What follows belongs to an exercise in optimizing a design on an open flow for small area, a short achievable clock period and few clock cycles per item; a production flow would make more cautious choices. Where RTL was checked, it was by simulation tests only, not by an equivalence proof against the original. Function not checked in runs 1, 3 and 4: the RTL went through the layout flow alone.

===== config.mk =====
export PLATFORM = sky130hd
export DESIGN_NAME = touch_position_calibrate_smooth_unit
export DESIGN_NICKNAME = touch_position_calibrate_smooth_unit
export VERILOG_FILES = /design/flow/design.v
export SDC_FILE = /design/flow/constraint.sdc
export NUM_CORES = 4
export LEC_CHECK = 0
export CAP_MARGIN = 20
export CORE_MARGIN = 2
export CORE_UTILIZATION = 55
export SLEW_MARGIN = 20
export SYNTH_HIERARCHICAL = 1

===== constraint.sdc =====
create_clock -name core_clock -period 13.0 [get_ports {i_clk}]
set_input_delay 2.6000 -clock core_clock [delete_from_list [all_inputs] [get_ports {i_clk}]]
set_output_delay 2.6000 -clock core_clock [all_outputs]
set_load 0.01 [all_outputs]

===== design.v =====
`default_nettype none
package tpcs_pkg;
    localparam int PLATE_WIDTH_DEF  = 256;
    localparam int PLATE_HEIGHT_DEF = 256;
    localparam int RAW_W      = 10;
    localparam int PRESS_W    = 12;
    localparam int POS_W      = 16;
    localparam int ALPHA_W    = 9;
    localparam int INV_W      = 2;
    localparam int CFG_IDX_W  = 3;
    localparam int CFG_DATA_W = 12;
    localparam int Q_W    = 24;   
    localparam int QB     = 25;   
    localparam int SP_W   = 25;   
    localparam int PR_W   = 35;   
    localparam logic [ALPHA_W-1:0] ALPHA_ONE = 9'd256;
    localparam logic [CFG_IDX_W-1:0] CFG_MIN_PRESSURE = 3'd0;
    localparam logic [CFG_IDX_W-1:0] CFG_RAW_X_MIN    = 3'd1;
    localparam logic [CFG_IDX_W-1:0] CFG_RAW_X_MAX    = 3'd2;
    localparam logic [CFG_IDX_W-1:0] CFG_RAW_Y_MIN    = 3'd3;
    localparam logic [CFG_IDX_W-1:0] CFG_RAW_Y_MAX    = 3'd4;
    localparam logic [CFG_IDX_W-1:0] CFG_INVERT_MASK  = 3'd5;
    localparam logic [CFG_IDX_W-1:0] CFG_FILTER_ALPHA = 3'd6;
    localparam logic [PRESS_W-1:0] MIN_PRESSURE_RST = 12'd10;
    localparam logic [RAW_W-1:0]   RAW_MIN_RST      = 10'd0;
    localparam logic [RAW_W-1:0]   RAW_MAX_RST      = 10'd1023;
    localparam logic [INV_W-1:0]   INVERT_RST       = 2'd0;
    localparam logic [ALPHA_W-1:0] ALPHA_RST        = 9'd64;
endpackage
`default_nettype wire
`default_nettype none
module touch_position_calibrate_smooth_unit #(
    parameter int PLATE_WIDTH  = tpcs_pkg::PLATE_WIDTH_DEF,
    parameter int PLATE_HEIGHT = tpcs_pkg::PLATE_HEIGHT_DEF
) (
    input  logic                                i_clk,
    input  logic                                i_rst_n,
    input  logic                                i_valid,
    output logic                                     o_stall,
    input  logic [tpcs_pkg::RAW_W-1:0]          i_raw_x,
    input  logic [tpcs_pkg::RAW_W-1:0]          i_raw_y,
    input  logic [tpcs_pkg::PRESS_W-1:0]        i_pressure,
    output logic                                     o_valid,
    input  logic                                i_stall,
    output logic                                     o_valid_res,
    output logic signed [tpcs_pkg::POS_W-1:0]        o_pos_x,
    output logic signed [tpcs_pkg::POS_W-1:0]        o_pos_y,
    input  logic                                i_cfg_we,
    input  logic [tpcs_pkg::CFG_IDX_W-1:0]      i_cfg_idx,
    input  logic [tpcs_pkg::CFG_DATA_W-1:0]     i_cfg_data
);
    localparam int RAW_W = tpcs_pkg::RAW_W;
    localparam int SP_W  = tpcs_pkg::SP_W;
    localparam int NP = 3;
    logic [tpcs_pkg::PRESS_W-1:0] r_min_pressure;
    logic [RAW_W-1:0]             r_x_min;
    logic [RAW_W-1:0]             r_x_max;
    logic [RAW_W-1:0]             r_y_min;
    logic [RAW_W-1:0]             r_y_max;
    logic [tpcs_pkg::INV_W-1:0]   r_invert;
    logic [tpcs_pkg::ALPHA_W-1:0] r_alpha;
    always_ff @(posedge i_clk) begin
        if (!i_rst_n) begin
            r_min_pressure <= tpcs_pkg::MIN_PRESSURE_RST;
            r_x_min        <= tpcs_pkg::RAW_MIN_RST;
            r_x_max        <= tpcs_pkg::RAW_MAX_RST;
            r_y_min        <= tpcs_pkg::RAW_MIN_RST;
            r_y_max        <= tpcs_pkg::RAW_MAX_RST;
            r_invert       <= tpcs_pkg::INVERT_RST;
            r_alpha        <= tpcs_pkg::ALPHA_RST;
        end else if (i_cfg_we) begin
            case (i_cfg_idx)
                tpcs_pkg::CFG_MIN_PRESSURE: r_min_pressure <= i_cfg_data;
                tpcs_pkg::CFG_RAW_X_MIN:    r_x_min  <= i_cfg_data[RAW_W-1:0];
                tpcs_pkg::CFG_RAW_X_MAX:    r_x_max  <= i_cfg_data[RAW_W-1:0];
                tpcs_pkg::CFG_RAW_Y_MIN:    r_y_min  <= i_cfg_data[RAW_W-1:0];
                tpcs_pkg::CFG_RAW_Y_MAX:    r_y_max  <= i_cfg_data[RAW_W-1:0];
                tpcs_pkg::CFG_INVERT_MASK:  r_invert <= i_cfg_data[tpcs_pkg::INV_W-1:0];
                tpcs_pkg::CFG_FILTER_ALPHA: r_alpha  <= i_cfg_data[tpcs_pkg::ALPHA_W-1:0];
                default: begin
                end
            endcase
        end
    end
    logic [10:0] den_x, den_y;
    logic [9:0]  dmag_x, dmag_y;
    logic        r_dneg_x, r_dneg_y;
    logic        r_dzero_x, r_dzero_y;
    logic [8:0]  r_w;
    logic [8:0]  r_v;
    assign den_x  = {1'b0, r_x_max} - {1'b0, r_x_min};
    assign den_y  = {1'b0, r_y_max} - {1'b0, r_y_min};
    assign dmag_x = den_x[10] ? 10'(-den_x) : den_x[9:0];
    assign dmag_y = den_y[10] ? 10'(-den_y) : den_y[9:0];
    always_ff @(posedge i_clk) begin
        r_dneg_x  <= den_x[10];
        r_dneg_y  <= den_y[10];
        r_dzero_x <= (den_x == '0);
        r_dzero_y <= (den_y == '0);
        r_w       <= (r_alpha > tpcs_pkg::ALPHA_ONE) ? tpcs_pkg::ALPHA_ONE : r_alpha;
        r_v       <= (r_alpha > tpcs_pkg::ALPHA_ONE) ? 9'd0 : tpcs_pkg::ALPHA_ONE - r_alpha;
    end
    logic        r_kst_x, r_kst_y;
    logic [32:0] k_x, k_y;
    logic [3:0]  ks_x, ks_y;
    logic        kwait_x, kwait_y;
    always_ff @(posedge i_clk) begin
        r_kst_x <= !i_rst_n || (i_cfg_we && (i_cfg_idx == tpcs_pkg::CFG_RAW_X_MIN ||
                                              i_cfg_idx == tpcs_pkg::CFG_RAW_X_MAX));
        r_kst_y <= !i_rst_n || (i_cfg_we && (i_cfg_idx == tpcs_pkg::CFG_RAW_Y_MIN ||
                                              i_cfg_idx == tpcs_pkg::CFG_RAW_Y_MAX));
    end
    tpcs_recip u_kx (
        .i_clk  (i_clk),
        .i_start(r_kst_x),
        .i_dmag (dmag_x),
        .o_k    (k_x),
        .o_s    (ks_x),
        .o_wait (kwait_x)
    );
    tpcs_recip u_ky (
        .i_clk  (i_clk),
        .i_start(r_kst_y),
        .i_dmag (dmag_y),
        .o_k    (k_y),
        .o_s    (ks_y),
        .o_wait (kwait_y)
    );
    logic r_out_valid;
    logic r_out_touch;
    logic adv;
    assign adv = !(r_out_valid && i_stall);
    logic [10:0] num_x, num_y;
    logic [9:0]  in_nx, in_ny;
    logic        in_sx, in_sy;
    assign num_x = r_invert[0] ? ({1'b0, r_x_max} - {1'b0, i_raw_x})
                               : ({1'b0, i_raw_x} - {1'b0, r_x_min});
    assign num_y = r_invert[1] ? ({1'b0, r_y_max} - {1'b0, i_raw_y})
                               : ({1'b0, i_raw_y} - {1'b0, r_y_min});
    assign in_sx = num_x[10];
    assign in_sy = num_y[10];
    assign in_nx = num_x[10] ? 10'(-num_x) : num_x[9:0];
    assign in_ny = num_y[10] ? 10'(-num_y) : num_y[9:0];
    logic        r_skid_valid;
    logic [9:0]  r_skid_nx, r_skid_ny;
    logic        r_skid_sx, r_skid_sy;
    logic        r_skid_touch;
    logic        r_s0_valid;
    logic [9:0]  r_s0_nx, r_s0_ny;
    logic        r_s0_sx, r_s0_sy;
    logic        r_s0_touch;
    logic        accept;
    logic        in_touch;
    assign o_stall  = r_skid_valid || kwait_x || kwait_y;
    assign accept   = i_valid && !o_stall;
    assign in_touch = (i_pressure >= r_min_pressure);
    always_ff @(posedge i_clk) begin
        if (!i_rst_n) begin
            r_skid_valid <= 1'b0;
            r_s0_valid   <= 1'b0;
        end else if (adv) begin
            r_skid_valid <= 1'b0;
            r_s0_valid   <= r_skid_valid || accept;
        end else if (accept) begin
            r_skid_valid <= 1'b1;
        end
    end
    always_ff @(posedge i_clk) begin
        if (adv) begin
            if (r_skid_valid) begin
                r_s0_nx    <= r_skid_nx;
                r_s0_ny    <= r_skid_ny;
                r_s0_sx    <= r_skid_sx;
                r_s0_sy    <= r_skid_sy;
                r_s0_touch <= r_skid_touch;
            end else begin
                r_s0_nx    <= in_nx;
                r_s0_ny    <= in_ny;
                r_s0_sx    <= in_sx;
                r_s0_sy    <= in_sy;
                r_s0_touch <= in_touch;
            end
        end else if (accept) begin
            r_skid_nx    <= in_nx;
            r_skid_ny    <= in_ny;
            r_skid_sx    <= in_sx;
            r_skid_sy    <= in_sy;
            r_skid_touch <= in_touch;
        end
    end
    logic [NP:1] r_pv;
    logic [NP:1] r_pt;
    always_ff @(posedge i_clk) begin
        if (!i_rst_n) begin
            r_pv <= '0;
        end else if (adv) begin
            r_pv <= {r_pv[NP-1:1], r_s0_valid};
        end
    end
    always_ff @(posedge i_clk) begin
        if (adv) begin
            r_pt <= {r_pt[NP-1:1], r_s0_touch};
        end
    end
    logic r_primed;
    logic last_touch;
    logic [8:0] r_weff;
    logic       seed_next;
    logic [8:0] r_veff;
    assign last_touch = r_pv[NP] && r_pt[NP];
    always_ff @(posedge i_clk) begin
        if (!i_rst_n) begin
            r_primed <= 1'b0;
        end else if (adv && last_touch) begin
            r_primed <= 1'b1;
        end
    end
    assign seed_next = !(r_primed || last_touch ||
                         (adv ? (r_pv[NP-1] && r_pt[NP-1]) : last_touch));
    always_ff @(posedge i_clk) begin
        r_weff <= seed_next ? tpcs_pkg::ALPHA_ONE : r_w;
    end
    always_ff @(posedge i_clk) begin
        if (!i_rst_n) begin
            r_veff <= '0;
        end else if (r_primed || (adv && last_touch)) begin
            r_veff <= r_v;
        end
    end
    logic signed [SP_W-1:0] sp_x, sp_y;
    tpcs_axis u_x (
        .i_clk  (i_clk),
        .i_en   (adv),
        .i_upd  (adv && last_touch),
        .i_n    (r_s0_nx),
        .i_nneg (r_s0_sx),
        .i_k    (k_x),
        .i_ks   (ks_x),
        .i_dneg (r_dneg_x),
        .i_dzero(r_dzero_x),
        .i_w    (r_weff),
        .i_v    (r_veff),
        .o_sp   (sp_x)
    );
    tpcs_axis u_y (
        .i_clk  (i_clk),
        .i_en   (adv),
        .i_upd  (adv && last_touch),
        .i_n    (r_s0_ny),
        .i_nneg (r_s0_sy),
        .i_k    (k_y),
        .i_ks   (ks_y),
        .i_dneg (r_dneg_y),
        .i_dzero(r_dzero_y),
        .i_w    (r_weff),
        .i_v    (r_veff),
        .o_sp   (sp_y)
    );
    always_ff @(posedge i_clk) begin
        if (!i_rst_n) begin
            r_out_valid <= 1'b0;
        end else if (adv) begin
            r_out_valid <= r_pv[NP];
        end
    end
    always_ff @(posedge i_clk) begin
        if (adv) begin
            r_out_touch <= r_pt[NP];
        end
    end
    function automatic logic [15:0] pos_of(input logic signed [SP_W-1:0] sp);
        if (!sp[SP_W-1] && sp[SP_W-2]) begin
            pos_of = 16'h7FFF;
        end else begin
            pos_of = sp[SP_W-2:8];
        end
    endfunction
    assign o_valid     = r_out_valid;
    assign o_valid_res = r_out_touch;
    assign o_pos_x     = r_out_touch ? pos_of(sp_x) : '0;
    assign o_pos_y     = r_out_touch ? pos_of(sp_y) : '0;
endmodule
module tpcs_recip (
    input  logic        i_clk,
    input  logic        i_start,
    input  logic [9:0]  i_dmag,
    output logic [32:0] o_k,
    output logic [3:0]  o_s,
    output logic        o_wait
);
    logic [3:0]  lz;
    logic [9:0]  dn;
    logic [9:0]  r_dn;
    logic [3:0]  r_s;
    logic [9:0]  r_rem;
    logic [33:0] r_q;
    logic [4:0]  r_cnt;
    always_comb begin
        lz = 4'd9;
        for (int i = 0; i < 10; i++) begin
            if (i_dmag[i]) lz = 4'(9 - i);
        end
    end
    assign dn = i_dmag << lz;
    logic [9:0] rem1, rem2;
    logic       q1, q2;
    function automatic logic [10:0] kstep(input logic [9:0] rem, input logic [9:0] d);
        logic [10:0] t;
        logic [10:0] x;
        t = {rem, 1'b0};
        x = t - {1'b0, d};
        if (x[10]) begin
            kstep = {1'b0, t[9:0]};
        end else begin
            kstep = {1'b1, x[9:0]};
        end
    endfunction
    assign {q1, rem1} = kstep(r_rem, r_dn);
    assign {q2, rem2} = kstep(rem1, r_dn);
    always_ff @(posedge i_clk) begin
        if (i_start) begin
            r_dn  <= dn;
            r_s   <= lz;
            r_rem <= 10'd256;
            r_cnt <= 5'd17;
        end else if (r_cnt != '0) begin
            r_rem <= rem2;
            r_q   <= {r_q[31:0], q1, q2};
            r_cnt <= r_cnt - 5'd1;
        end
    end
    assign o_k    = r_q[33:1];
    assign o_s    = r_s;
    assign o_wait = i_start || (r_cnt > 5'd1);
endmodule
module tpcs_axis (
    input  logic                     i_clk,
    input  logic                     i_en,
    input  logic                     i_upd,
    input  logic [9:0]               i_n,
    input  logic                     i_nneg,
    input  logic [32:0]              i_k,
    input  logic [3:0]               i_ks,
    input  logic                     i_dneg,
    input  logic                     i_dzero,
    input  logic [8:0]               i_w,
    input  logic [8:0]               i_v,
    output logic signed [24:0]       o_sp
);
    logic [30:0] yh;
    logic [30:0] r_yh;
    logic        r_sgn;
    tpcs_kmul u_kmul (
        .i_n (i_n),
        .i_k (i_k),
        .o_yh(yh)
    );
    always_ff @(posedge i_clk) begin
        if (i_en) begin
            r_yh  <= yh;
            r_sgn <= i_nneg ^ i_dneg;
        end
    end
    logic [24:0] mp;
    logic [24:0] r_mp;
    tpcs_round u_round (
        .i_yh   (r_yh),
        .i_ks   (i_ks),
        .i_sgn  (r_sgn),
        .i_dzero(i_dzero),
        .o_mp   (mp)
    );
    always_ff @(posedge i_clk) begin
        if (i_en) begin
            r_mp <= mp;
        end
    end
    logic [32:0] pw;
    logic [32:0] r_pw;
    tpcs_wmul u_wmul (
        .i_w (i_w),
        .i_x (r_mp),
        .o_p (pw)
    );
    always_ff @(posedge i_clk) begin
        if (i_en) begin
            r_pw <= pw;
        end
    end
    logic [24:0] sp;
    logic [24:0] r_sp;
    tpcs_blend u_blend (
        .i_v (i_v),
        .i_s (r_sp),
        .i_pw(r_pw),
        .o_s (sp)
    );
    always_ff @(posedge i_clk) begin
        if (i_upd) begin
            r_sp <= sp;
        end
    end
    assign o_sp = r_sp;
endmodule
module tpcs_kmul (
    input  logic [9:0]  i_n,
    input  logic [32:0] i_k,
    output logic [30:0] o_yh
);
    logic [41:0] row [0:9];
    logic [41:0] y;
    for (genvar i = 0; i < 10; i++) begin : g_row
        logic [32:0] pp;
        assign pp     = {33{i_n[i]}} & i_k;
        assign row[i] = 42'(pp) << i;
    end
    assign y = row[0] + row[1] + row[2] + row[3] + row[4] + row[5] + row[6]
             + row[7] + row[8] + row[9] + 42'(i_n);
    assign o_yh = y[41:11];
endmodule
module tpcs_round (
    input  logic [30:0] i_yh,
    input  logic [3:0]  i_ks,
    input  logic        i_sgn,
    input  logic        i_dzero,
    output logic [24:0] o_mp
);
    logic [39:0] z;
    logic [24:0] u;
    logic        ovf;
    logic [27:0] ua;
    logic [27:0] t;
    assign z   = 40'(i_yh) << i_ks;
    assign u   = z[33:9];
    assign ovf = |z[39:34];
    assign ua  = i_sgn ? ~{3'b000, u} : {3'b000, u};
    assign t   = ua - 28'd1048319;
    always_comb begin
        if (i_dzero) begin
            o_mp = 25'd128;
        end else if (ovf || (!i_sgn && u >= 25'h10FFFFF) || (i_sgn && u >= 25'h0F00001)) begin
            o_mp = i_sgn ? 25'h180_0080 : 25'h080_007F;
        end else begin
            o_mp = t[25:1];
        end
    end
endmodule
module tpcs_wmul (
    input  logic [8:0]  i_w,
    input  logic [24:0] i_x,
    output logic [32:0] o_p
);
    logic [32:0] row [0:8];
    for (genvar i = 0; i < 9; i++) begin : g_row
        logic [23:0] pp;
        assign pp     = {24{i_w[i]}} & i_x[23:0];
        assign row[i] = 33'(pp) << i;
    end
    assign o_p = row[0] + row[1] + row[2] + row[3] + row[4] + row[5] + row[6] + row[7]
               + row[8] + {~({9{i_x[24]}} & i_w), 24'd0} + 33'h100_0000;
endmodule
module tpcs_blend (
    input  logic [8:0]  i_v,
    input  logic [24:0] i_s,
    input  logic [32:0] i_pw,
    output logic [24:0] o_s
);
    logic [32:0] row [0:8];
    logic [32:0] sum;
    for (genvar i = 0; i < 9; i++) begin : g_row
        logic [23:0] pp;
        assign pp     = {24{i_v[i]}} & i_s[23:0];
        assign row[i] = 33'(pp) << i;
    end
    assign sum = row[0] + row[1] + row[2] + row[3] + row[4] + row[5] + row[6] + row[7]
               + row[8] + {~({9{i_s[24]}} & i_v), 24'd0} + i_pw + 33'h100_0080;
    assign o_s = sum[32:8];
endmodule
`default_nettype wire

===== run.sh =====
#!/bin/bash
# synth_recipe.tcl (not shown) runs the flow's synth.tcl, then flattens the netlist and writes it again
# the make line also repeats each setting of config.mk as NAME=value (left out here)
make -C /OpenROAD-flow-scripts/flow DESIGN_CONFIG=/design/flow/config.mk WORK_HOME=/design/flow/orfs CLKGATE_MAP_FILE= SYNTH_SCRIPT=/design/flow/synth_recipe.tcl finish

==> results of run 1 <==
==> stage by stage <==
step                cells  instance area [µm²]  utilization (%)
global route        10700                87400             57.7
detailed placement  10500                85000             56.1
floorplan            8823                83600                -
global placement    10500                85000             56.1
CTS                 10700                87400             57.7
finish              10700                87400             57.7
==> sequential cells by signal, summed over array words and instances, names as in the netlist, 12 cells and up <==
signal,flops
r_min_pressure,12
u_kx.r_q,34
u_ky.r_q,34
u_x.r_mp,25
u_x.r_pw,33
u_x.r_sp,25
u_x.r_yh,31
u_y.r_mp,25
u_y.r_pw,33
u_y.r_sp,25
u_y.r_yh,31
==> per-module statistics from Yosys (local to each module, per instance) <==
| module | copies in the design | cells | flops+latches |
|---|---|---|---|
| touch_position_calibrate_smooth_unit | 1 | 1129 | 161 |
| tpcs_round | 2 | 511 | 0 |
| tpcs_wmul | 2 | 737 | 0 |
| tpcs_blend | 2 | 964 | 0 |
| tpcs_recip | 2 | 337 | 63 |
| tpcs_kmul | 2 | 1182 | 0 |
| tpcs_axis | 2 | 116 | 115 |
==> synth_stat cells (all sizes together) (32+ instances only) <==
library cell,number,area [µm²]
a211oi,43,333
a21boi,57,428
a21o,81,608
a21oi,327,1720
a31oi,48,328
and2,710,4460
and3,37,249
buf,183,1470
clkbuf,297,1110
dfxtp,141,2820
edfxtp,376,11300
fa,1230,24600
ha,585,7320
inv,1330,4990
mux2,74,841
mux2i,147,1530
mux4,104,2440
nand2,1257,4720
nand2b,58,363
nand3,97,485
nand4,51,355
nor2,266,1010
nor2b,75,469
nor3,105,556
nor4,32,290
o211ai,61,468
o21a,81,611
o21ai,218,1130
or3,40,260
xnor2,230,2010
xor2,110,963
==> area by class of cell <==
cell class	instances	area share [%]
Clock buffer	79	2.10
Inverter	1332	5.72
Antenna cell	5	0.0143
Clock inverter	47	0.593
Tap cell	2030	2.91
Multi-Input combinational cell	6494	70.9
Sequential cell	517	16.2
Timing Repair Buffer	156	1.62
==> path summary, 6_finish.rpt <==
kind                            endpoint  slack, ps  cells past startpoint
setup reg to reg  u_x.r_yh[25]$_DFFE_PP_       6710                     18
hold reg to reg     r_weff[8]$_SDFF_PN1_        410                      1
hold / removal      r_weff[8]$_SDFF_PN1_        410                      1
setup / recovery  u_x.r_yh[25]$_DFFE_PP_       6710                     18
==> logic make-up after synthesis <==
logic type               after synthesis  share of synthesized area, %
AO/OA/AOI/OAI                       1185                          9.73
buffers and inverters               1812                          9.07
XOR/XNOR                             340                          3.56
adder cells (fa/ha/maj)             1815                          38.2
flip-flops                           517                          16.9
AND/OR/NAND/NOR                     2829                          16.8
multiplexers                         325                          5.75
==> per-layer routing <==
layer	up-vias	wire length, µm
li1	28200	-
met1	30900	94300
met4	12	5270
met5	-	60
met2	1605	102000
met3	293	13100
==> worst register-to-register path: stages (launching register included) <==
cell and delay (ps):
sky130_fd_sc_hd__edfxtp_1 780, sky130_fd_sc_hd__buf_16 230, sky130_fd_sc_hd__and2_1 170, sky130_fd_sc_hd__fa_1 450, sky130_fd_sc_hd__fa_1 520, sky130_fd_sc_hd__fa_1 530, sky130_fd_sc_hd__fa_1 540, sky130_fd_sc_hd__inv_1 60
sky130_fd_sc_hd__fa_1 530, sky130_fd_sc_hd__inv_1 60, sky130_fd_sc_hd__ha_1 420, sky130_fd_sc_hd__nand4_1 180, sky130_fd_sc_hd__nor4_1 310, sky130_fd_sc_hd__a2bb2oi_1 170, sky130_fd_sc_hd__a21oi_2 350, sky130_fd_sc_hd__a21oi_1 210
sky130_fd_sc_hd__o21ai_2 200, sky130_fd_sc_hd__a41oi_1 160, sky130_fd_sc_hd__xnor2_1 150
==> flow_metrics.py, run 1 <==
metrics = {
    "grt": {
        "grt.met2_usage_pct": 46.6,
        "routing_usage_on_met3_pct": 4.13,
        "global_route_wire_length_before_repair_um": 352000,
        "maximum_number_of_pins_on_one_net_before_global_route_repair": 76,
        "gr-max-usage-layer": "met2",
        "grt_antenna_before_repair": 13,
        "groute.usage.overall_pct": 28.2,
        "grt_pass1_vias": 64200,
        "use_met1_pct": 38.9,
        "overflow": 0,
    },
    "sta": {
        "unrepaired_setup_endpoints_after_global_routing": "no",
        "fmax_ghz": 0.159,
        "setup_tns_ps": 0,
        "fin_crit_ps": 6290,
        "final-max-slew-violation-count": 0,
        "timing_worst_slew_pin_value_ps": 1140,
        "timing_hold_violations_final": 0,
        "layout_setup_ws_ps": 6710,
        "timing.slew.headroom_pct": 23.7,
        "fin_worst_skew_ps": 26.5,
        "finalSetupViolCount": 0,
        "final_clock_period_utilization_by_the_worst_path_pct": 48.4,
        "fin_hold_ws_ps": 408,
    },
    "synth": {
        "synth_async_sr_flop_share_pct": 0,
        "synth_cell_types": 127,
        "synth_top_flop_cell": "sky130_fd_sc_hd__edfxtp_1",
        "synthesis.area_per_instance_um2": 9.48,
        "post_synth_inst_count": 8823,
        "synthesis.yosys.warnings": 16,
        "synth-seq-area-share_pct": 16.9,
        "syn-cell-area_mm2": 0.0836,
        "synth_enable_flop_cells": 376,
        "ys_seq_elements": 517,
    },
    "clock_tree": {
        "cts_bufs_inserted": 69,
        "ctsLongestPathBuffers": 3,
        "cts_root_buffer": "sky130_fd_sc_hd__clkbuf_16",
        "holdBufCountCts": 0,
        "cts_tree": "done",
        "worst_setup_hold_path_clk_slew_ps": 60,
        "cts_sinks": 517,
        "insertion_delay_of_the_later_clocked_pin_in_the_worst_skew_pair_ps": 660,
        "htreeDepth": 3,
        "post_cts_setup_buffers": 0,
        "cts_resized": 0,
    },
    "cells_and_area": {
        "mostFrequentLayoutCell": "sky130_fd_sc_hd__inv_1",
        "drive_above_1_share_pct": 6.05,
        "sequential_cell_area_mm2": 0.0141,
        "fillerInstances": 13400,
        "multi_input_comb_area_mm2": 0.0620,
        "final_nets": 10400,
        "commonest_cells_after_routing_fill_and_taps_aside": "sky130_fd_sc_hd__inv_1 (1325), sky130_fd_sc_hd__nand2_1 (1256), sky130_fd_sc_hd__fa_1 (1230), sky130_fd_sc_hd__and2_1 (694), sky130_fd_sc_hd__ha_1 (585)",
        "area_delta_synth_final_pct": 4.51,
    },
    "setup_path": {
        "worstSetupStartpoint": "r_s0_nx[2]$_DFFE_PN_",
        "crit_path_start_kind": "flip-flop",
        "critical_path.slowest_cell": "sky130_fd_sc_hd__edfxtp_1",
        "worstSetupEndpointType": "flip-flop",
        "critPathMaxStageDelay_ps": 780,
        "timing.critical_path.required_ps": 13410,
        "timing.critical_path.mode_cell": "sky130_fd_sc_hd__fa_1",
        "crit_chain": "buf_16 -> and2_1 -> fa_1 -> fa_1 -> fa_1 -> fa_1 -> inv_1 -> fa_1 -> inv_1 -> ha_1 -> nand4_1 -> nor4_1 -> a2bb2oi_1 -> a21oi_2 -> a21oi_1 -> o21ai_2 -> a41oi_1 -> xnor2_1",
        "critPathMaxFanout": 21,
        "worstPathArrival_ps": 6700,
        "rr_startpoint": "r_s0_nx[2]$_DFFE_PN_",
        "worst-setup-path-type": "reg2reg",
        "cpLargestDelayFamily": "adder cells",
        "number_of_buffers_and_inverters_on_the_critical_path": 3,
    },
    "floorplanning": {
        "start_util_pct": 55.2,
        "design.core.area_mm2": 0.152,
        "rows": 143,
        "io-pin-count": 87,
        "die_area_mm2": 0.155,
        "die_width_um": 394,
        "dieHeight_um": 394,
    },
    "flow_run": {
        "max_capacitance_violation_count": 0,
    },
    "placed_design": {
        "hpwlAfterDp_um": 163000,
        "place_worst_setup_slack_ps": 6520,
        "number_of_port_buffers": 86,
        "gp_congestion": 0.914,
    },
    "route": {
        "detail_route.iter0.violations": 4083,
        "ant_nets": 0,
        "post-route-drc-count": 0,
        "route.detailed.vias_per_inst": 5.73,
        "first_pass_detailed_route_iteration_total": 5,
        "num_vias": 61100,
        "postRouteWirelength_um": 214000,
        "avgRoutedWirePerCell_um": 20.1,
    },
    "outcome": {
        "outcome": "timing/DRC/antenna clean",
    },
    "hold_path": {
        "min-delay-path-class": "reg2reg",
        "worst_hold_startpoint": "r_w[8]$_SDFF_PN1_",
    },
}
==> inputs of run 2 (changes only) <==
--- a/design.v
+++ b/design.v
@@ -102,5 +102,5 @@
     end
     logic        r_kst_x, r_kst_y;
-    logic [32:0] k_x, k_y;
+    logic [30:0] k_x, k_y;
     logic [3:0]  ks_x, ks_y;
     logic        kwait_x, kwait_y;
@@ -134,8 +134,8 @@
     logic [9:0]  in_nx, in_ny;
     logic        in_sx, in_sy;
-    assign num_x = r_invert[0] ? ({1'b0, r_x_max} - {1'b0, i_raw_x})
-                               : ({1'b0, i_raw_x} - {1'b0, r_x_min});
-    assign num_y = r_invert[1] ? ({1'b0, r_y_max} - {1'b0, i_raw_y})
-                               : ({1'b0, i_raw_y} - {1'b0, r_y_min});
+    assign num_x = (r_invert[0] ? {1'b0, r_x_max} : {1'b0, i_raw_x})
+                 - (r_invert[0] ? {1'b0, i_raw_x} : {1'b0, r_x_min});
+    assign num_y = (r_invert[1] ? {1'b0, r_y_max} : {1'b0, i_raw_y})
+                 - (r_invert[1] ? {1'b0, i_raw_y} : {1'b0, r_y_min});
     assign in_sx = num_x[10];
     assign in_sy = num_y[10];
@@ -285,5 +285,5 @@
     input  logic        i_start,
     input  logic [9:0]  i_dmag,
-    output logic [32:0] o_k,
+    output logic [30:0] o_k,
     output logic [3:0]  o_s,
     output logic        o_wait
@@ -292,7 +292,8 @@
     logic [9:0]  dn;
     logic [9:0]  r_dn;
+    logic        r_p2;
     logic [3:0]  r_s;
     logic [9:0]  r_rem;
-    logic [33:0] r_q;
+    logic [31:0] r_q;
     logic [4:0]  r_cnt;
     always_comb begin
@@ -321,14 +322,15 @@
         if (i_start) begin
             r_dn  <= dn;
+            r_p2  <= (dn == 10'd512);
             r_s   <= lz;
-            r_rem <= 10'd256;
-            r_cnt <= 5'd17;
+            r_rem <= 10'(11'd1024 - {1'b0, dn});
+            r_cnt <= 5'd16;
         end else if (r_cnt != '0) begin
             r_rem <= rem2;
-            r_q   <= {r_q[31:0], q1, q2};
+            r_q   <= {r_q[29:0], q1 || r_p2, q2 || r_p2};
             r_cnt <= r_cnt - 5'd1;
         end
     end
-    assign o_k    = r_q[33:1];
+    assign o_k    = r_q[31:1];
     assign o_s    = r_s;
     assign o_wait = i_start || (r_cnt > 5'd1);
@@ -340,5 +342,5 @@
     input  logic [9:0]               i_n,
     input  logic                     i_nneg,
-    input  logic [32:0]              i_k,
+    input  logic [30:0]              i_k,
     input  logic [3:0]               i_ks,
     input  logic                     i_dneg,
@@ -405,5 +407,5 @@
 module tpcs_kmul (
     input  logic [9:0]  i_n,
-    input  logic [32:0] i_k,
+    input  logic [30:0] i_k,
     output logic [30:0] o_yh
 );
@@ -411,10 +413,10 @@
     logic [41:0] y;
     for (genvar i = 0; i < 10; i++) begin : g_row
-        logic [32:0] pp;
-        assign pp     = {33{i_n[i]}} & i_k;
+        logic [30:0] pp;
+        assign pp     = {31{i_n[i]}} & i_k;
         assign row[i] = 42'(pp) << i;
     end
     assign y = row[0] + row[1] + row[2] + row[3] + row[4] + row[5] + row[6]
-             + row[7] + row[8] + row[9] + 42'(i_n);
+             + row[7] + row[8] + row[9] + {1'b0, i_n, 31'd0} + 42'(i_n);
     assign o_yh = y[41:11];
 endmodule
==> run 2 against run 1 <==
Count of clock-buffer cells in the layout up 9; still clean on timing, DRC and antenna; clock skew up 12 ps; flip-flop and latch count down 2; first-iteration DRC count up 8.7%; critical endpoint is now u_y.r_sp[20]$_DFFE_PP_; area after synthesis up 0.45%; highest routed layer unchanged.
==> flow_metrics.py, run 2 <==
metrics = {
    "outcome": {
        "outcome": "timing/DRC/antenna clean",
    },
    "floorplanning": {
        "start_util_pct": 55.3,
        "io-pin-count": 87,
        "die_area_mm2": 0.156,
        "design.core.area_mm2": 0.152,
        "die_width_um": 395,
        "dieHeight_um": 395,
        "rows": 143,
    },
    "synth": {
        "syn-cell-area_mm2": 0.0840,
        "synth_cell_types": 128,
        "post_synth_inst_count": 8868,
        "ys_seq_elements": 515,
        "synthesis.yosys.warnings": 16,
        "synth_top_flop_cell": "sky130_fd_sc_hd__edfxtp_1",
        "synth_largest_type_area_fraction_pct": 28.9,
        "synthesis.area_per_instance_um2": 9.47,
        "netlist_top_cells_count": "sky130_fd_sc_hd__inv_1 (1274), sky130_fd_sc_hd__nand2_1 (1265), sky130_fd_sc_hd__fa_1 (1214), sky130_fd_sc_hd__and2_1 (709), sky130_fd_sc_hd__ha_1 (565)",
        "synth_enable_flop_cells": 394,
        "synth-seq-area-share_pct": 17.0,
        "yosys-top-cells-area": "sky130_fd_sc_hd__fa_1 (29%), sky130_fd_sc_hd__edfxtp_1 (14%), sky130_fd_sc_hd__ha_1 (8.4%)",
        "yosysTopAreaCell": "sky130_fd_sc_hd__fa_1",
        "synthMostInstantiatedCell": "sky130_fd_sc_hd__inv_1",
        "synth_async_sr_flop_share_pct": 0,
    },
    "cells_and_area": {
        "commonest_cells_after_routing_fill_and_taps_aside": "sky130_fd_sc_hd__inv_1 (1274), sky130_fd_sc_hd__nand2_1 (1264), sky130_fd_sc_hd__fa_1 (1214), sky130_fd_sc_hd__and2_1 (709), sky130_fd_sc_hd__ha_1 (565)",
        "postLayoutCellArea_mm2": 0.0877,
        "layoutNonFillerInstCount": 10700,
        "top_regs": "u_x.r_pw (33), u_y.r_pw (33)",
        "final_nets": 10400,
        "finalCoreUtilization_pct": 57.8,
        "mostFrequentLayoutCell": "sky130_fd_sc_hd__inv_1",
        "drive_above_1_share_pct": 6.26,
        "area_delta_synth_final_pct": 4.42,
    },
    "setup_path": {
        "critPathMaxFanout": 27,
        "worst-setup-path-type": "reg2reg",
        "worstSetupEndpointType": "flip-flop",
        "worstPathArrival_ps": 6720,
        "crit_path_start_kind": "flip-flop",
        "timing.critical_path.required_ps": 13420,
    },
    "route": {
        "ant_nets": 0,
        "route.detailed.vias_per_inst": 5.79,
        "num_vias": 62000,
        "postRouteWirelength_um": 213000,
        "avgRoutedWirePerCell_um": 19.9,
        "detail_route.iter0.violations": 4439,
        "first_pass_detailed_route_iteration_total": 6,
        "post-route-drc-count": 0,
    },
    "sta": {
        "final_clock_period_utilization_by_the_worst_path_pct": 48.5,
        "fmax_ghz": 0.159,
        "timing.slew.headroom_pct": 15.4,
        "fin_worst_skew_ps": 38.8,
        "unrepaired_setup_endpoints_after_global_routing": "no",
        "timing_worst_slew_pin_value_ps": 1250,
        "fin_crit_ps": 6300,
        "final-max-slew-violation-count": 0,
        "finalSetupViolCount": 0,
        "timing_hold_violations_final": 0,
        "setup_tns_ps": 0,
    },
    "grt": {
        "global_route_wire_length_before_repair_um": 352000,
        "maximum_number_of_pins_on_one_net_before_global_route_repair": 82,
        "grt_pass1_vias": 64400,
        "overflow": 0,
        "grt_antenna_before_repair": 8,
        "groute.usage.overall_pct": 28.0,
    },
    "clock_tree": {
        "worst_setup_hold_path_clk_slew_ps": 60,
        "ctsLongestPathBuffers": 3,
        "htreeDepth": 3,
        "cts_bufs_inserted": 70,
        "insertion_delay_of_the_later_clocked_pin_in_the_worst_skew_pair_ps": 670,
        "cts_sinks": 515,
        "post_cts_setup_buffers": 0,
        "cts_root_buffer": "sky130_fd_sc_hd__clkbuf_16",
        "cts_resized": 0,
        "cts_tree": "done",
        "holdBufCountCts": 0,
    },
    "placed_design": {
        "postPlaceCellArea_mm2": 0.0854,
        "hpwlAfterDp_um": 163000,
        "gp_congestion": 0.893,
        "placedCellCount": 10600,
        "number_of_port_buffers": 86,
    },
    "flow_run": {
        "max_capacitance_violation_count": 0,
    },
    "hold_path": {
        "min-delay-path-class": "reg2reg",
    },
}
-- run 2: changes by cell type in the layout (fill, tap and decap cells not counted), sizes merged, moves of 14 or more --
cell	delta
inv	-50
a21oi	-34
ha	-20
nor2	+14
edfxtp	+18
mux2i	+24
o21ai	+20
fa	-16
and2	+15
dfxtp	-20
o211ai	-14
-- run 2: cells by family (layout without fill, tap and decap cells) --
family,after synthesis,after routing,share of synthesized area (%)
buf+inv,1779,1571,8.86
flops,515,515,17.0
fa+ha+maj,1779,1779,37.3
compound gates,1201,1201,9.97
mux,360,360,6.16
other cells,0,1,0
xor+xnor,340,340,3.54
simple gates,2894,2894,17.2
-- run 2: modules after synthesis, one instance, submodules excluded --
module                                cell area [µm²]  cells inside  times used  flops+latches
touch_position_calibrate_smooth_unit             9270           994           1            161
tpcs_axis                                        3460           116           2            115
tpcs_blend                                       8030           964           2              0
tpcs_kmul                                       10400          1202           2              0
tpcs_recip                                       4190           402           2             62
tpcs_round                                       4550           511           2              0
tpcs_wmul                                        6780           742           2              0
-- run 2: area by class of cell --
type	count	area [µm²]
fillers	13500	64200
repair buffers	159	1400
inverters	1284	4820
clock buffers	88	1970
diodes	1	2.50
well taps	2030	2540
multi-input cells	6574	62300
clock inverters	40	393
flip-flops and latches	515	14300
-- run 2: worst paths after layout --
check	from	to	slack (ps)	cells after the start
worst max-delay path	r_veff[0]$_SDFFE_PN0P_	u_y.r_sp[20]$_DFFE_PP_	6700	17
worst max register to register	r_veff[0]$_SDFFE_PN0P_	u_y.r_sp[20]$_DFFE_PP_	6700	17
worst min-delay path	r_w[8]$_SDFF_PN1_	r_weff[8]$_SDFF_PN1_	410	1
worst min register to register	r_w[8]$_SDFF_PN1_	r_weff[8]$_SDFF_PN1_	410	1
-- run 2: critical path, cell delays in order (launching register included) --
cell and delay (ps):
sky130_fd_sc_hd__dfxtp_2 750, sky130_fd_sc_hd__buf_4 420, sky130_fd_sc_hd__nand2_1 130, sky130_fd_sc_hd__fa_1 520, sky130_fd_sc_hd__inv_1 50, sky130_fd_sc_hd__fa_1 500, sky130_fd_sc_hd__fa_1 530, sky130_fd_sc_hd__fa_1 550
sky130_fd_sc_hd__inv_1 60, sky130_fd_sc_hd__fa_1 530, sky130_fd_sc_hd__inv_1 40, sky130_fd_sc_hd__ha_1 370, sky130_fd_sc_hd__a21oi_1 260, sky130_fd_sc_hd__o21ai_1 120, sky130_fd_sc_hd__a221oi_1 720, sky130_fd_sc_hd__and3_1 270
sky130_fd_sc_hd__a21oi_1 70, sky130_fd_sc_hd__xor2_1 150
-- run 2: layer usage --
| metal | share of wire [%] | vias to the layer above | GRT usage (%) |
|---|---|---|---|
| li1 | - | 28500 | - |
| met1 | 45 | 31600 | 39.6 |
| met2 | 48 | 1549 | 46.1 |
| met3 | 5.3 | 267 | 3.49 |
| met4 | 2.2 | 6 | 6.62 |
| met5 | 0.017 | - | 0 |
-- run 2: stage by stage --
| step | worst slack, ps | hold slack [ps] |
|---|---|---|
| after global placement | 6790 | 402 |
| after detailed placement | 6750 | 396 |
| after CTS | 6770 | 408 |
| final | 6700 | 407 |
| after floorplan | 3170 | 386 |
| after global routing | 6410 | 433 |
Testbench counts of run 2, summed over its fixed seeds: cycles 1,744, items 1,600.
==> inputs of run 3 (changes only) <==
--- a/design.v
+++ b/design.v
@@ -84,5 +84,5 @@
     end
     logic [10:0] den_x, den_y;
-    logic [9:0]  dmag_x, dmag_y;
+    logic [9:0]  r_dmag_x, r_dmag_y;
     logic        r_dneg_x, r_dneg_y;
     logic        r_dzero_x, r_dzero_y;
@@ -91,7 +91,7 @@
     assign den_x  = {1'b0, r_x_max} - {1'b0, r_x_min};
     assign den_y  = {1'b0, r_y_max} - {1'b0, r_y_min};
-    assign dmag_x = den_x[10] ? 10'(-den_x) : den_x[9:0];
-    assign dmag_y = den_y[10] ? 10'(-den_y) : den_y[9:0];
     always_ff @(posedge i_clk) begin
+        r_dmag_x  <= den_x[10] ? 10'(-den_x) : den_x[9:0];
+        r_dmag_y  <= den_y[10] ? 10'(-den_y) : den_y[9:0];
         r_dneg_x  <= den_x[10];
         r_dneg_y  <= den_y[10];
@@ -101,4 +101,5 @@
         r_v       <= (r_alpha > tpcs_pkg::ALPHA_ONE) ? 9'd0 : tpcs_pkg::ALPHA_ONE - r_alpha;
     end
+    logic        r_kw_x, r_kw_y;
     logic        r_kst_x, r_kst_y;
     logic [30:0] k_x, k_y;
@@ -106,13 +107,15 @@
     logic        kwait_x, kwait_y;
     always_ff @(posedge i_clk) begin
-        r_kst_x <= !i_rst_n || (i_cfg_we && (i_cfg_idx == tpcs_pkg::CFG_RAW_X_MIN ||
+        r_kw_x  <= !i_rst_n || (i_cfg_we && (i_cfg_idx == tpcs_pkg::CFG_RAW_X_MIN ||
                                               i_cfg_idx == tpcs_pkg::CFG_RAW_X_MAX));
-        r_kst_y <= !i_rst_n || (i_cfg_we && (i_cfg_idx == tpcs_pkg::CFG_RAW_Y_MIN ||
+        r_kw_y  <= !i_rst_n || (i_cfg_we && (i_cfg_idx == tpcs_pkg::CFG_RAW_Y_MIN ||
                                               i_cfg_idx == tpcs_pkg::CFG_RAW_Y_MAX));
+        r_kst_x <= r_kw_x;
+        r_kst_y <= r_kw_y;
     end
     tpcs_recip u_kx (
         .i_clk  (i_clk),
         .i_start(r_kst_x),
-        .i_dmag (dmag_x),
+        .i_dmag (r_dmag_x),
         .o_k    (k_x),
         .o_s    (ks_x),
@@ -122,9 +125,14 @@
         .i_clk  (i_clk),
         .i_start(r_kst_y),
-        .i_dmag (dmag_y),
+        .i_dmag (r_dmag_y),
         .o_k    (k_y),
         .o_s    (ks_y),
         .o_wait (kwait_y)
     );
+    logic [32:0] r_k3_x, r_k3_y;
+    always_ff @(posedge i_clk) begin
+        r_k3_x <= {2'b00, k_x} + {1'b0, k_x, 1'b0};
+        r_k3_y <= {2'b00, k_y} + {1'b0, k_y, 1'b0};
+    end
     logic r_out_valid;
     logic r_out_touch;
@@ -152,5 +160,5 @@
     logic        accept;
     logic        in_touch;
-    assign o_stall  = r_skid_valid || kwait_x || kwait_y;
+    assign o_stall  = r_skid_valid || r_kw_x || r_kw_y || kwait_x || kwait_y;
     assign accept   = i_valid && !o_stall;
     assign in_touch = (i_pressure >= r_min_pressure);
@@ -203,9 +211,20 @@
         end
     end
+    function automatic logic [14:0] booth_enc(input logic [8:0] wt);
+        logic [10:0] b;
+        b = {1'b0, wt, 1'b0};
+        for (int j = 0; j < 5; j++) begin
+            booth_enc[3*j]   = b[2*j+2] && !(b[2*j+1] && b[2*j]);
+            booth_enc[3*j+1] = b[2*j+1] ^ b[2*j];
+            booth_enc[3*j+2] = (b[2*j+2] && !b[2*j+1] && !b[2*j]) ||
+                               (!b[2*j+2] && b[2*j+1] && b[2*j]);
+        end
+    endfunction
     logic r_primed;
     logic last_touch;
-    logic [8:0] r_weff;
-    logic       seed_next;
-    logic [8:0] r_veff;
+    logic [14:0] wenc_next;
+    logic        seed_next;
+    logic [14:0] venc_next;
+    logic        venc_load;
     assign last_touch = r_pv[NP] && r_pt[NP];
     always_ff @(posedge i_clk) begin
@@ -218,14 +237,7 @@
     assign seed_next = !(r_primed || last_touch ||
                          (adv ? (r_pv[NP-1] && r_pt[NP-1]) : last_touch));
-    always_ff @(posedge i_clk) begin
-        r_weff <= seed_next ? tpcs_pkg::ALPHA_ONE : r_w;
-    end
-    always_ff @(posedge i_clk) begin
-        if (!i_rst_n) begin
-            r_veff <= '0;
-        end else if (r_primed || (adv && last_touch)) begin
-            r_veff <= r_v;
-        end
-    end
+    assign wenc_next = booth_enc(seed_next ? tpcs_pkg::ALPHA_ONE : r_w);
+    assign venc_next = i_rst_n ? booth_enc(r_v) : '0;
+    assign venc_load = !i_rst_n || r_primed || (adv && last_touch);
     logic signed [SP_W-1:0] sp_x, sp_y;
     tpcs_axis u_x (
@@ -236,9 +248,11 @@
         .i_nneg (r_s0_sx),
         .i_k    (k_x),
+        .i_k3   (r_k3_x),
         .i_ks   (ks_x),
         .i_dneg (r_dneg_x),
         .i_dzero(r_dzero_x),
-        .i_w    (r_weff),
-        .i_v    (r_veff),
+        .i_wenc (wenc_next),
+        .i_venc (venc_next),
+        .i_vload(venc_load),
         .o_sp   (sp_x)
     );
@@ -250,9 +264,11 @@
         .i_nneg (r_s0_sy),
         .i_k    (k_y),
+        .i_k3   (r_k3_y),
         .i_ks   (ks_y),
         .i_dneg (r_dneg_y),
         .i_dzero(r_dzero_y),
-        .i_w    (r_weff),
-        .i_v    (r_veff),
+        .i_wenc (wenc_next),
+        .i_venc (venc_next),
+        .i_vload(venc_load),
         .o_sp   (sp_y)
     );
@@ -334,5 +350,5 @@
     assign o_k    = r_q[31:1];
     assign o_s    = r_s;
-    assign o_wait = i_start || (r_cnt > 5'd1);
+    assign o_wait = i_start || (r_cnt != '0);
 endmodule
 module tpcs_axis (
@@ -343,9 +359,11 @@
     input  logic                     i_nneg,
     input  logic [30:0]              i_k,
+    input  logic [32:0]              i_k3,
     input  logic [3:0]               i_ks,
     input  logic                     i_dneg,
     input  logic                     i_dzero,
-    input  logic [8:0]               i_w,
-    input  logic [8:0]               i_v,
+    input  logic [14:0]              i_wenc,
+    input  logic [14:0]              i_venc,
+    input  logic                     i_vload,
     output logic signed [24:0]       o_sp
 );
@@ -356,4 +374,5 @@
         .i_n (i_n),
         .i_k (i_k),
+        .i_k3(i_k3),
         .o_yh(yh)
     );
@@ -378,8 +397,16 @@
         end
     end
+    logic [14:0] r_wenc;
+    logic [14:0] r_venc;
+    always_ff @(posedge i_clk) begin
+        r_wenc <= i_wenc;
+        if (i_vload) begin
+            r_venc <= i_venc;
+        end
+    end
     logic [32:0] pw;
     logic [32:0] r_pw;
     tpcs_wmul u_wmul (
-        .i_w (i_w),
+        .i_wenc(r_wenc),
         .i_x (r_mp),
         .o_p (pw)
@@ -393,5 +420,5 @@
     logic [24:0] r_sp;
     tpcs_blend u_blend (
-        .i_v (i_v),
+        .i_venc(r_venc),
         .i_s (r_sp),
         .i_pw(r_pw),
@@ -408,15 +435,22 @@
     input  logic [9:0]  i_n,
     input  logic [30:0] i_k,
+    input  logic [32:0] i_k3,
     output logic [30:0] o_yh
 );
-    logic [41:0] row [0:9];
+    logic [41:0] row [0:4];
     logic [41:0] y;
-    for (genvar i = 0; i < 10; i++) begin : g_row
-        logic [30:0] pp;
-        assign pp     = {31{i_n[i]}} & i_k;
-        assign row[i] = 42'(pp) << i;
+    for (genvar j = 0; j < 5; j++) begin : g_row
+        logic [32:0] pp;
+        always_comb begin
+            case (i_n[2*j+1:2*j])
+                2'd0:    pp = '0;
+                2'd1:    pp = {2'b00, i_k};
+                2'd2:    pp = {1'b0, i_k, 1'b0};
+                default: pp = i_k3;
+            endcase
+        end
+        assign row[j] = 42'(pp) << (2*j);
     end
-    assign y = row[0] + row[1] + row[2] + row[3] + row[4] + row[5] + row[6]
-             + row[7] + row[8] + row[9] + {1'b0, i_n, 31'd0} + 42'(i_n);
+    assign y = row[0] + row[1] + row[2] + row[3] + row[4] + {1'b0, i_n, 31'd0} + 42'(i_n);
     assign o_yh = y[41:11];
 endmodule
@@ -448,33 +482,46 @@
     end
 endmodule
+function automatic logic [25:0] tpcs_brow(input logic [2:0] dg, input logic [24:0] x);
+    logic [25:0] mag;
+    logic [25:0] low;
+    mag       = ({26{dg[1]}} & {x[24], x}) | ({26{dg[2]}} & {x, 1'b0});
+    low       = mag ^ {26{dg[0]}};
+    tpcs_brow = {~low[25], low[24:0]};
+endfunction
 module tpcs_wmul (
-    input  logic [8:0]  i_w,
+    input  logic [14:0] i_wenc,
     input  logic [24:0] i_x,
     output logic [32:0] o_p
 );
-    logic [32:0] row [0:8];
-    for (genvar i = 0; i < 9; i++) begin : g_row
-        logic [23:0] pp;
-        assign pp     = {24{i_w[i]}} & i_x[23:0];
-        assign row[i] = 33'(pp) << i;
+    logic [32:0] row [0:4];
+    logic [8:0]  negs;
+    for (genvar j = 0; j < 5; j++) begin : g_row
+        assign row[j]    = 33'(tpcs_brow(i_wenc[3*j+2:3*j], i_x)) << (2*j);
+        assign negs[2*j] = i_wenc[3*j];
     end
-    assign o_p = row[0] + row[1] + row[2] + row[3] + row[4] + row[5] + row[6] + row[7]
-               + row[8] + {~({9{i_x[24]}} & i_w), 24'd0} + 33'h100_0000;
+    for (genvar j = 0; j < 4; j++) begin : g_gap
+        assign negs[2*j+1] = 1'b0;
+    end
+    assign o_p = row[0] + row[1] + row[2] + row[3] + row[4] + 33'(negs)
+               - 33'h0_AA00_0000;
 endmodule
 module tpcs_blend (
-    input  logic [8:0]  i_v,
+    input  logic [14:0] i_venc,
     input  logic [24:0] i_s,
     input  logic [32:0] i_pw,
     output logic [24:0] o_s
 );
-    logic [32:0] row [0:8];
+    logic [32:0] row [0:4];
+    logic [8:0]  negs;
     logic [32:0] sum;
-    for (genvar i = 0; i < 9; i++) begin : g_row
-        logic [23:0] pp;
-        assign pp     = {24{i_v[i]}} & i_s[23:0];
-        assign row[i] = 33'(pp) << i;
+    for (genvar j = 0; j < 5; j++) begin : g_row
+        assign row[j]    = 33'(tpcs_brow(i_venc[3*j+2:3*j], i_s)) << (2*j);
+        assign negs[2*j] = i_venc[3*j];
+    end
+    for (genvar j = 0; j < 4; j++) begin : g_gap
+        assign negs[2*j+1] = 1'b0;
     end
-    assign sum = row[0] + row[1] + row[2] + row[3] + row[4] + row[5] + row[6] + row[7]
-               + row[8] + {~({9{i_s[24]}} & i_v), 24'd0} + i_pw + 33'h100_0080;
+    assign sum = row[0] + row[1] + row[2] + row[3] + row[4] + 33'(negs) + i_pw
+               + (33'd128 - 33'h0_AA00_0000);
     assign o_s = sum[32:8];
 endmodule
==> flow/run.sh (new file) <==
#!/bin/bash
set -euo pipefail
MARGIN=${MARGIN:-7}
sed "s|CLKGATE_MAP_FILE= |CLKGATE_MAP_FILE= SETUP_SLACK_MARGIN=${MARGIN} |" standard.sh > margin_standard.sh
grep -q "SETUP_SLACK_MARGIN=${MARGIN}" margin_standard.sh
bash margin_standard.sh > make.log 2>&1
==> standard.sh (new file) <==
#!/bin/bash
# synth_recipe.tcl (not shown) runs the flow's synth.tcl, then flattens the netlist and writes it again
# the make line also repeats each setting of config.mk as NAME=value (left out here)
make -C /OpenROAD-flow-scripts/flow DESIGN_CONFIG=/design/flow/config.mk WORK_HOME=/design/flow/orfs CLKGATE_MAP_FILE= SYNTH_SCRIPT=/design/flow/synth_recipe.tcl "${@:-finish}"
removed: run.sh
==> run 3 against run 2 <==
Still clean; final cell count down 1.1%; count of clock-buffer cells in the layout up 19; cell area down 1.4%; critical path depth down 3; clock skew down 7.6 ps; routed wire length up 7.2%; global-route usage up 1.3 points; die area down 1.5%; hold slack worse by 26 ps; critical path type unchanged; largest cell class unchanged; highest routed layer unchanged.
==> flow_metrics.py, run 3 <==
metrics = {
    "outcome": {
        "outcome": "timing/DRC/antenna clean",
    },
    "route": {
        "route.detailed.vias_per_inst": 6.17,
        "postRouteWirelength_um": 228000,
        "first_pass_detailed_route_iteration_total": 9,
        "avgRoutedWirePerCell_um": 21.6,
        "post-route-drc-count": 0,
        "ant_nets": 0,
        "num_vias": 65200,
        "detail_route.iter0.violations": 5602,
    },
    "synth": {
        "post_synth_inst_count": 8928,
        "ys_seq_elements": 645,
        "yosysTopAreaCell": "sky130_fd_sc_hd__edfxtp_1",
        "synth_async_sr_flop_share_pct": 0,
        "netlist_top_cells_count": "sky130_fd_sc_hd__inv_1 (838), sky130_fd_sc_hd__xnor2_1 (706), sky130_fd_sc_hd__nand2_1 (663), sky130_fd_sc_hd__ha_1 (603), sky130_fd_sc_hd__fa_1 (554)",
        "synthesis.yosys.warnings": 16,
        "syn-cell-area_mm2": 0.0828,
        "synth-seq-area-share_pct": 20.7,
        "synth_cell_types": 125,
        "synth_enable_flop_cells": 424,
        "yosys-top-cells-area": "sky130_fd_sc_hd__edfxtp_1 (15%), sky130_fd_sc_hd__fa_1 (13%), sky130_fd_sc_hd__ha_1 (9.1%)",
        "synthMostInstantiatedCell": "sky130_fd_sc_hd__inv_1",
        "synthesis.area_per_instance_um2": 9.27,
        "synth_largest_type_area_fraction_pct": 15.4,
        "synth_top_flop_cell": "sky130_fd_sc_hd__edfxtp_1",
    },
    "sta": {
        "fin_worst_skew_ps": 31.2,
        "timing_worst_slew_pin_value_ps": 1120,
        "setup_tns_ps": 0,
        "final-max-slew-violation-count": 0,
        "fin_crit_ps": 5790,
        "timing_hold_violations_final": 0,
        "unrepaired_setup_endpoints_after_global_routing": "no",
        "finalSetupViolCount": 0,
        "timing.slew.headroom_pct": 25.3,
        "fmax_ghz": 0.173,
        "final_clock_period_utilization_by_the_worst_path_pct": 44.5,
    },
    "grt": {
        "grt_antenna_before_repair": 6,
        "grt_pass1_vias": 63900,
        "overflow": 0,
        "global_route_wire_length_before_repair_um": 364000,
        "groute.usage.overall_pct": 29.3,
        "maximum_number_of_pins_on_one_net_before_global_route_repair": 95,
    },
    "clock_tree": {
        "insertion_delay_of_the_later_clocked_pin_in_the_worst_skew_pair_ps": 700,
        "holdBufCountCts": 0,
        "ctsLongestPathBuffers": 3,
        "cts_bufs_inserted": 80,
        "cts_root_buffer": "sky130_fd_sc_hd__clkbuf_16",
        "cts_tree": "done",
        "cts_sinks": 645,
        "worst_setup_hold_path_clk_slew_ps": 60,
        "htreeDepth": 3,
    },
    "flow_run": {
        "max_capacitance_violation_count": 0,
    },
    "cells_and_area": {
        "area_delta_synth_final_pct": 4.53,
        "commonest_cells_after_routing_fill_and_taps_aside": "sky130_fd_sc_hd__inv_1 (837), sky130_fd_sc_hd__xnor2_1 (706), sky130_fd_sc_hd__nand2_1 (662), sky130_fd_sc_hd__ha_1 (603), sky130_fd_sc_hd__fa_1 (554)",
        "final_nets": 9697,
        "drive_above_1_share_pct": 8.38,
        "postLayoutCellArea_mm2": 0.0865,
        "mostFrequentLayoutCell": "sky130_fd_sc_hd__inv_1",
        "finalCoreUtilization_pct": 57.8,
    },
    "floorplanning": {
        "die_area_mm2": 0.154,
        "design.core.area_mm2": 0.150,
        "rows": 142,
        "start_util_pct": 55.3,
        "dieHeight_um": 392,
        "die_width_um": 392,
        "io-pin-count": 87,
    },
    "setup_path": {
        "crit_chain": "a22oi_1 -> xnor2_1 -> fa_1 -> fa_1 -> inv_1 -> fa_1 -> inv_1 -> ha_1 -> and2_1 -> nand2_1 -> or3_4 -> a311oi_4 -> nor4_1 -> a311oi_1",
        "critPathMaxStageDelay_ps": 1050,
        "worstSetupEndpointType": "flip-flop",
        "worst-setup-path-type": "reg2reg",
        "timing.critical_path.mode_cell": "sky130_fd_sc_hd__fa_1",
        "crit_path_start_kind": "flip-flop",
        "worstPathArrival_ps": 6160,
        "critPathMaxFanout": 26,
        "timing.critical_path.required_ps": 13370,
        "critical_path.slowest_cell": "sky130_fd_sc_hd__dfxtp_1",
    },
    "placed_design": {
        "gp_congestion": 0.925,
        "hpwlAfterDp_um": 171000,
        "number_of_port_buffers": 86,
        "postPlaceCellArea_mm2": 0.0835,
    },
    "hold_path": {
        "min-delay-path-class": "reg2reg",
    },
}
run 3: metal layers:
metal | global-route usage [%] | vias up | routed length [µm]
li1 | - | 30700 | -
met1 | 41.6 | 32000 | 104000
met2 | 46.0 | 2122 | 102000
met3 | 4.52 | 342 | 15600
met4 | 9.01 | 2 | 7080
met5 | 0 | - | 11
run 3: critical path: cells and delay by family (launching register included):
family	cells	cell delay (ps)
xor gates and xnor gates	1	260
and+or+nand+nor	4	790
DFF	1	1050
buffers and inverters	2	90
AOI/OAI and AO/OA	3	1370
adders and majority gates	4	1870
run 3: repair_timing:
action	in CTS	in global routing
resized for setup	1	18
setup buffers	0	12
endpoints found under the setup margin	6	37
run 3: final timing paths:
| kind | slack, ps | end | cells past startpoint | start |
|---|---|---|---|---|
| setup / recovery | 7210 | u_x.r_pw[30]$_DFFE_PP_ | 14 | u_x.r_wenc[4]$_DFF_P_ |
| hold / removal | 380 | r_kst_y$_DFF_P_ | 0 | r_kw_y$_DFF_P_ |
| setup reg to reg | 7210 | u_x.r_pw[30]$_DFFE_PP_ | 14 | u_x.r_wenc[4]$_DFF_P_ |
| hold reg to reg | 380 | r_kst_y$_DFF_P_ | 0 | r_kw_y$_DFF_P_ |
run 3: kinds of logic (layout without fill, tap and decap cells):
group | count (synthesis) | in the layout | synth area share, %
DFF | 645 | 645 | 20.7
other | 1 | 5 | 0.00453
AOI/OAI and AO/OA | 2168 | 2168 | 18.3
xor gates and xnor gates | 881 | 881 | 9.35
muxes | 674 | 674 | 10.3
and+or+nand+nor | 1826 | 1826 | 10.7
buffers and inverters | 1576 | 1201 | 8.06
adders and majority gates | 1157 | 1157 | 22.5
run 3: Yosys stat by module, one instance, submodules excluded:
module | flip-flops and latches | cells inside
tpcs_kmul | 0 | 1087
tpcs_wmul | 0 | 782
touch_position_calibrate_smooth_unit | 231 | 1628
tpcs_round | 0 | 511
tpcs_axis | 145 | 146
tpcs_blend | 0 | 751
tpcs_recip | 62 | 373
run 3: area by class of cell:
cell class	count	area [µm²]
sequential	645	17200
clock buffer	107	2230
clock inverter	43	551
multi-input combinational	6710	59000
inverter	850	3190
antenna	1	2.50
tap	2016	2520
timing repair buffer	201	1840
fill	13400	63100
run 3: through the flow:
step / std cells / setup WS, ps / hold slack (ps)
5_1_grt: 10600 / 7020 / 394
4_1_cts: 10600 / 7080 / 382
3_3_place_gp: 10400 / 6760 / 368
2_1_floorplan: 8931 / 7450 / 332
3_5_place_dp: 10400 / 6730 / 366
6_report: 10600 / 7210 / 381
==> inputs of run 4 (changes only) <==
==> run.sh (new file) <==
#!/bin/bash
# synth_recipe.tcl (not shown) runs the flow's synth.tcl, then flattens the netlist and writes it again
# the make line also repeats each setting of config.mk as NAME=value (left out here)
make -C /OpenROAD-flow-scripts/flow DESIGN_CONFIG=/design/flow/config.mk WORK_HOME=/design/flow/orfs CLKGATE_MAP_FILE= SYNTH_SCRIPT=/design/flow/synth_recipe.tcl finish
removed: flow/run.sh
removed: standard.sh
==> run 4 against run 3 <==
Synthesized cell count unchanged; first-iteration DRC count up 6.6%; register-to-register slack worse by 200 ps; die area stayed put; worst setup slack lost 200 ps; critical path depth rose by 2; maximum frequency decreased by 3.4%; area after synthesis unchanged; global-route usage is 0.41 points higher; routed wire length is 0.74% higher; critical path type unchanged; critical endpoint is now u_x.r_sp[21]$_DFFE_PP_; highest routed layer unchanged.
==> flow_metrics.py, run 4 <==
metrics = {
    "outcome": {
        "outcome": "timing/DRC/antenna clean",
    },
    "synth": {
        "synthMostInstantiatedCell": "sky130_fd_sc_hd__inv_1",
        "post_synth_inst_count": 8928,
        "ys_seq_elements": 645,
        "yosysTopAreaCell": "sky130_fd_sc_hd__edfxtp_1",
        "synthesis.yosys.warnings": 16,
        "synth_async_sr_flop_share_pct": 0,
        "syn-cell-area_mm2": 0.0828,
        "synth_largest_type_area_fraction_pct": 15.4,
        "yosys-top-cells-area": "sky130_fd_sc_hd__edfxtp_1 (15%), sky130_fd_sc_hd__fa_1 (13%), sky130_fd_sc_hd__ha_1 (9.1%)",
        "synth-seq-area-share_pct": 20.7,
        "netlist_top_cells_count": "sky130_fd_sc_hd__inv_1 (838), sky130_fd_sc_hd__xnor2_1 (706), sky130_fd_sc_hd__nand2_1 (663), sky130_fd_sc_hd__ha_1 (603), sky130_fd_sc_hd__fa_1 (554)",
        "synthesis.area_per_instance_um2": 9.27,
        "synth_top_flop_cell": "sky130_fd_sc_hd__edfxtp_1",
    },
    "setup_path": {
        "worst-setup-path-type": "reg2reg",
        "critPathMaxFanout": 25,
        "rrSetupSlack_ps": 7010,
        "crit_chain": "a22oi_1 -> xnor2_1 -> fa_1 -> inv_1 -> fa_1 -> inv_1 -> fa_1 -> ha_1 -> ha_1 -> and3_1 -> nand4_1 -> o21ai_0 -> nor2_1 -> a21boi_0 -> mux2i_1 -> nand2_1",
        "timing.critical_path.required_ps": 13450,
        "rr_endpoint": "u_x.r_sp[21]$_DFFE_PP_",
        "timing.critical_path.mode_cell": "sky130_fd_sc_hd__fa_1",
        "rr_startpoint": "u_x.r_venc[5]$_DFFE_PP_",
        "critical_path.slowest_cell": "sky130_fd_sc_hd__edfxtp_1",
        "worstPathArrival_ps": 6440,
        "worstSetupEndpointType": "flip-flop",
        "r2r_cells": 16,
        "critPathMaxStageDelay_ps": 1090,
    },
    "hold_path": {
        "hold_path_cells": 0,
        "worst_hold_startpoint": "r_kw_y$_DFF_P_",
        "min-delay-path-class": "reg2reg",
    },
    "placed_design": {
        "number_of_port_buffers": 86,
        "gp_congestion": 0.906,
        "placedCellCount": 10400,
        "hpwlAfterDp_um": 171000,
    },
    "sta": {
        "finalSetupViolCount": 0,
        "fin_hold_ws_ps": 372,
        "fin_crit_ps": 5990,
        "final_clock_period_utilization_by_the_worst_path_pct": 46.1,
        "setup_tns_ps": 0,
        "timing_hold_violations_final": 0,
        "fmax_ghz": 0.167,
    },
    "route": {
        "postRouteWirelength_um": 230000,
        "detail_route.iter0.violations": 5969,
        "post-route-drc-count": 0,
        "ant_nets": 0,
        "first_pass_detailed_route_iteration_total": 6,
        "avgRoutedWirePerCell_um": 21.8,
    },
    "cells_and_area": {
        "mostFrequentLayoutCell": "sky130_fd_sc_hd__inv_1",
        "final_nets": 9683,
        "area_delta_synth_final_pct": 4.19,
    },
    "flow_run": {
        "max_capacitance_violation_count": 0,
    },
    "clock_tree": {
        "worst_setup_hold_path_clk_slew_ps": 60,
        "cts_bufs_inserted": 81,
        "holdBufCountCts": 0,
        "cts_root_buffer": "sky130_fd_sc_hd__clkbuf_16",
        "ctsLongestPathBuffers": 3,
        "cts_sinks": 645,
    },
    "floorplanning": {
        "rows": 142,
        "io-pin-count": 87,
        "die_width_um": 392,
        "design.core.area_mm2": 0.150,
        "start_util_pct": 55.3,
        "die_area_mm2": 0.154,
    },
    "grt": {
        "groute.usage.overall_pct": 29.7,
        "maximum_number_of_pins_on_one_net_before_global_route_repair": 86,
        "overflow": 0,
        "global_route_wire_length_before_repair_um": 367000,
        "grt_pass1_vias": 64000,
    },
}
==> run 4: cell counts after synthesis <==
Identical to the previous run, type by type.
==> run 4: stage by stage <==
step | worst slack [ps] | area, µm² | util, %
finish | 7010 | 86200 | 57.7
detailed placement | 6680 | 83500 | 55.8
CTS | 7090 | 86200 | 57.6
global route | 6710 | 86200 | 57.6
floorplan | 3010 | 82800 | -
global placement | 6720 | 83500 | 55.8
==> run 4: worst max-delay path: cells and delay by family, from the launching register on <==
| family | cells | cell delay [ps] |
|---|---|---|
| mux | 1 | 240 |
| xor+xnor | 1 | 200 |
| fa+ha+maj | 5 | 2270 |
| simple gates | 4 | 650 |
| compound gates | 3 | 1140 |
| flops | 1 | 1090 |
| buf+inv | 2 | 120 |
==> run 4: routing by layer <==
metal  track usage [%]  vias up  wire [µm]
met5                 0        -         74
met4              8.59       12       6360
met3              4.58      333      16000
met2              46.6     2268     103000
met1              42.4    31800     104000
li1                  -    30700          -
==> run 4: worst max-delay path by stage <==
stage                                       start                      end  slack [ps]  cells past startpoint
after floorplan                           i_stall  u_x.r_venc[0]$_DFFE_PP_        3010                      4
after global placement                 i_raw_y[0]     r_s0_ny[7]$_DFFE_PN_        6720                     12
after detailed placement               i_raw_y[0]     r_s0_ny[4]$_DFFE_PN_        6680                     12
after CTS                    r_s0_ny[5]$_DFFE_PN_   u_y.r_yh[26]$_DFFE_PP_        7090                     15
after global routing      u_x.r_venc[4]$_DFFE_PP_   u_x.r_sp[21]$_DFFE_PP_        6710                     16
final                     u_x.r_venc[5]$_DFFE_PP_   u_x.r_sp[21]$_DFFE_PP_        7010                     16
==> run 4: cell families after synthesis <==
logic type                 after synthesis  share of synthesized area [%]
AOI/OAI and AO/OA                     2168                           18.3
and+or+nand+nor                       1826                           10.7
buffers and inverters                 1576                           8.06
adders and majority gates             1157                           22.5
xor gates and xnor gates               881                           9.35
muxes                                  674                           10.3
DFF                                    645                           20.7
other                                    1                        0.00453
==> run 4: Yosys stat by module (local to each module, per instance) <==
module	flip-flops and latches	area (µm²)
tpcs_axis	145	4210
tpcs_kmul	0	8540
tpcs_recip	62	4020
tpcs_round	0	4550
touch_position_calibrate_smooth_unit	231	14400
tpcs_wmul	0	6270
tpcs_blend	0	6590
==> run 4: layout make-up <==
type	count	area [µm²]
timing repair buffer	186	1620
multi-input combinational	6710	59000
clock buffer	110	2260
inverter	850	3190
sequential	645	17200
antenna	5	12.5
tap	2016	2520
fill	13500	63400
clock inverter	42	474

## separate check: timing with driven ports
Ports are ideal in the flow. The routed layouts listed here were re-timed in OpenROAD.
Step 1: set_driving_cell puts a clkbuf_16 on i_clk and a buf_2 on each other input, an assumption about the parent block.
Step 2 times the ports against the registers' clock, not the clock port: input delays grow and output delays shrink by t, the midpoint of the rising clock arrivals with the driver on.
Slacks: ideal / step 1 / step 2; pairs: ideal / step 1.
run	t, ns	setup slack, ns	clock arrival spread, ns
run 1	0.739	6.707 / 6.707 / 6.707	0.042 / 0.042
run 2	0.742	6.699 / 6.699 / 6.699	0.039 / 0.040
run 3	0.774	7.209 / 7.126 / 6.977	0.033 / 0.033
run 4	0.793	7.007 / 7.007 / 6.837	0.047 / 0.047
After both steps setup and hold are still met in every run listed. For run 3, which loses most, drivers alone change the setup slack by -0.083 ns; drivers and shift together by -0.232 ns.
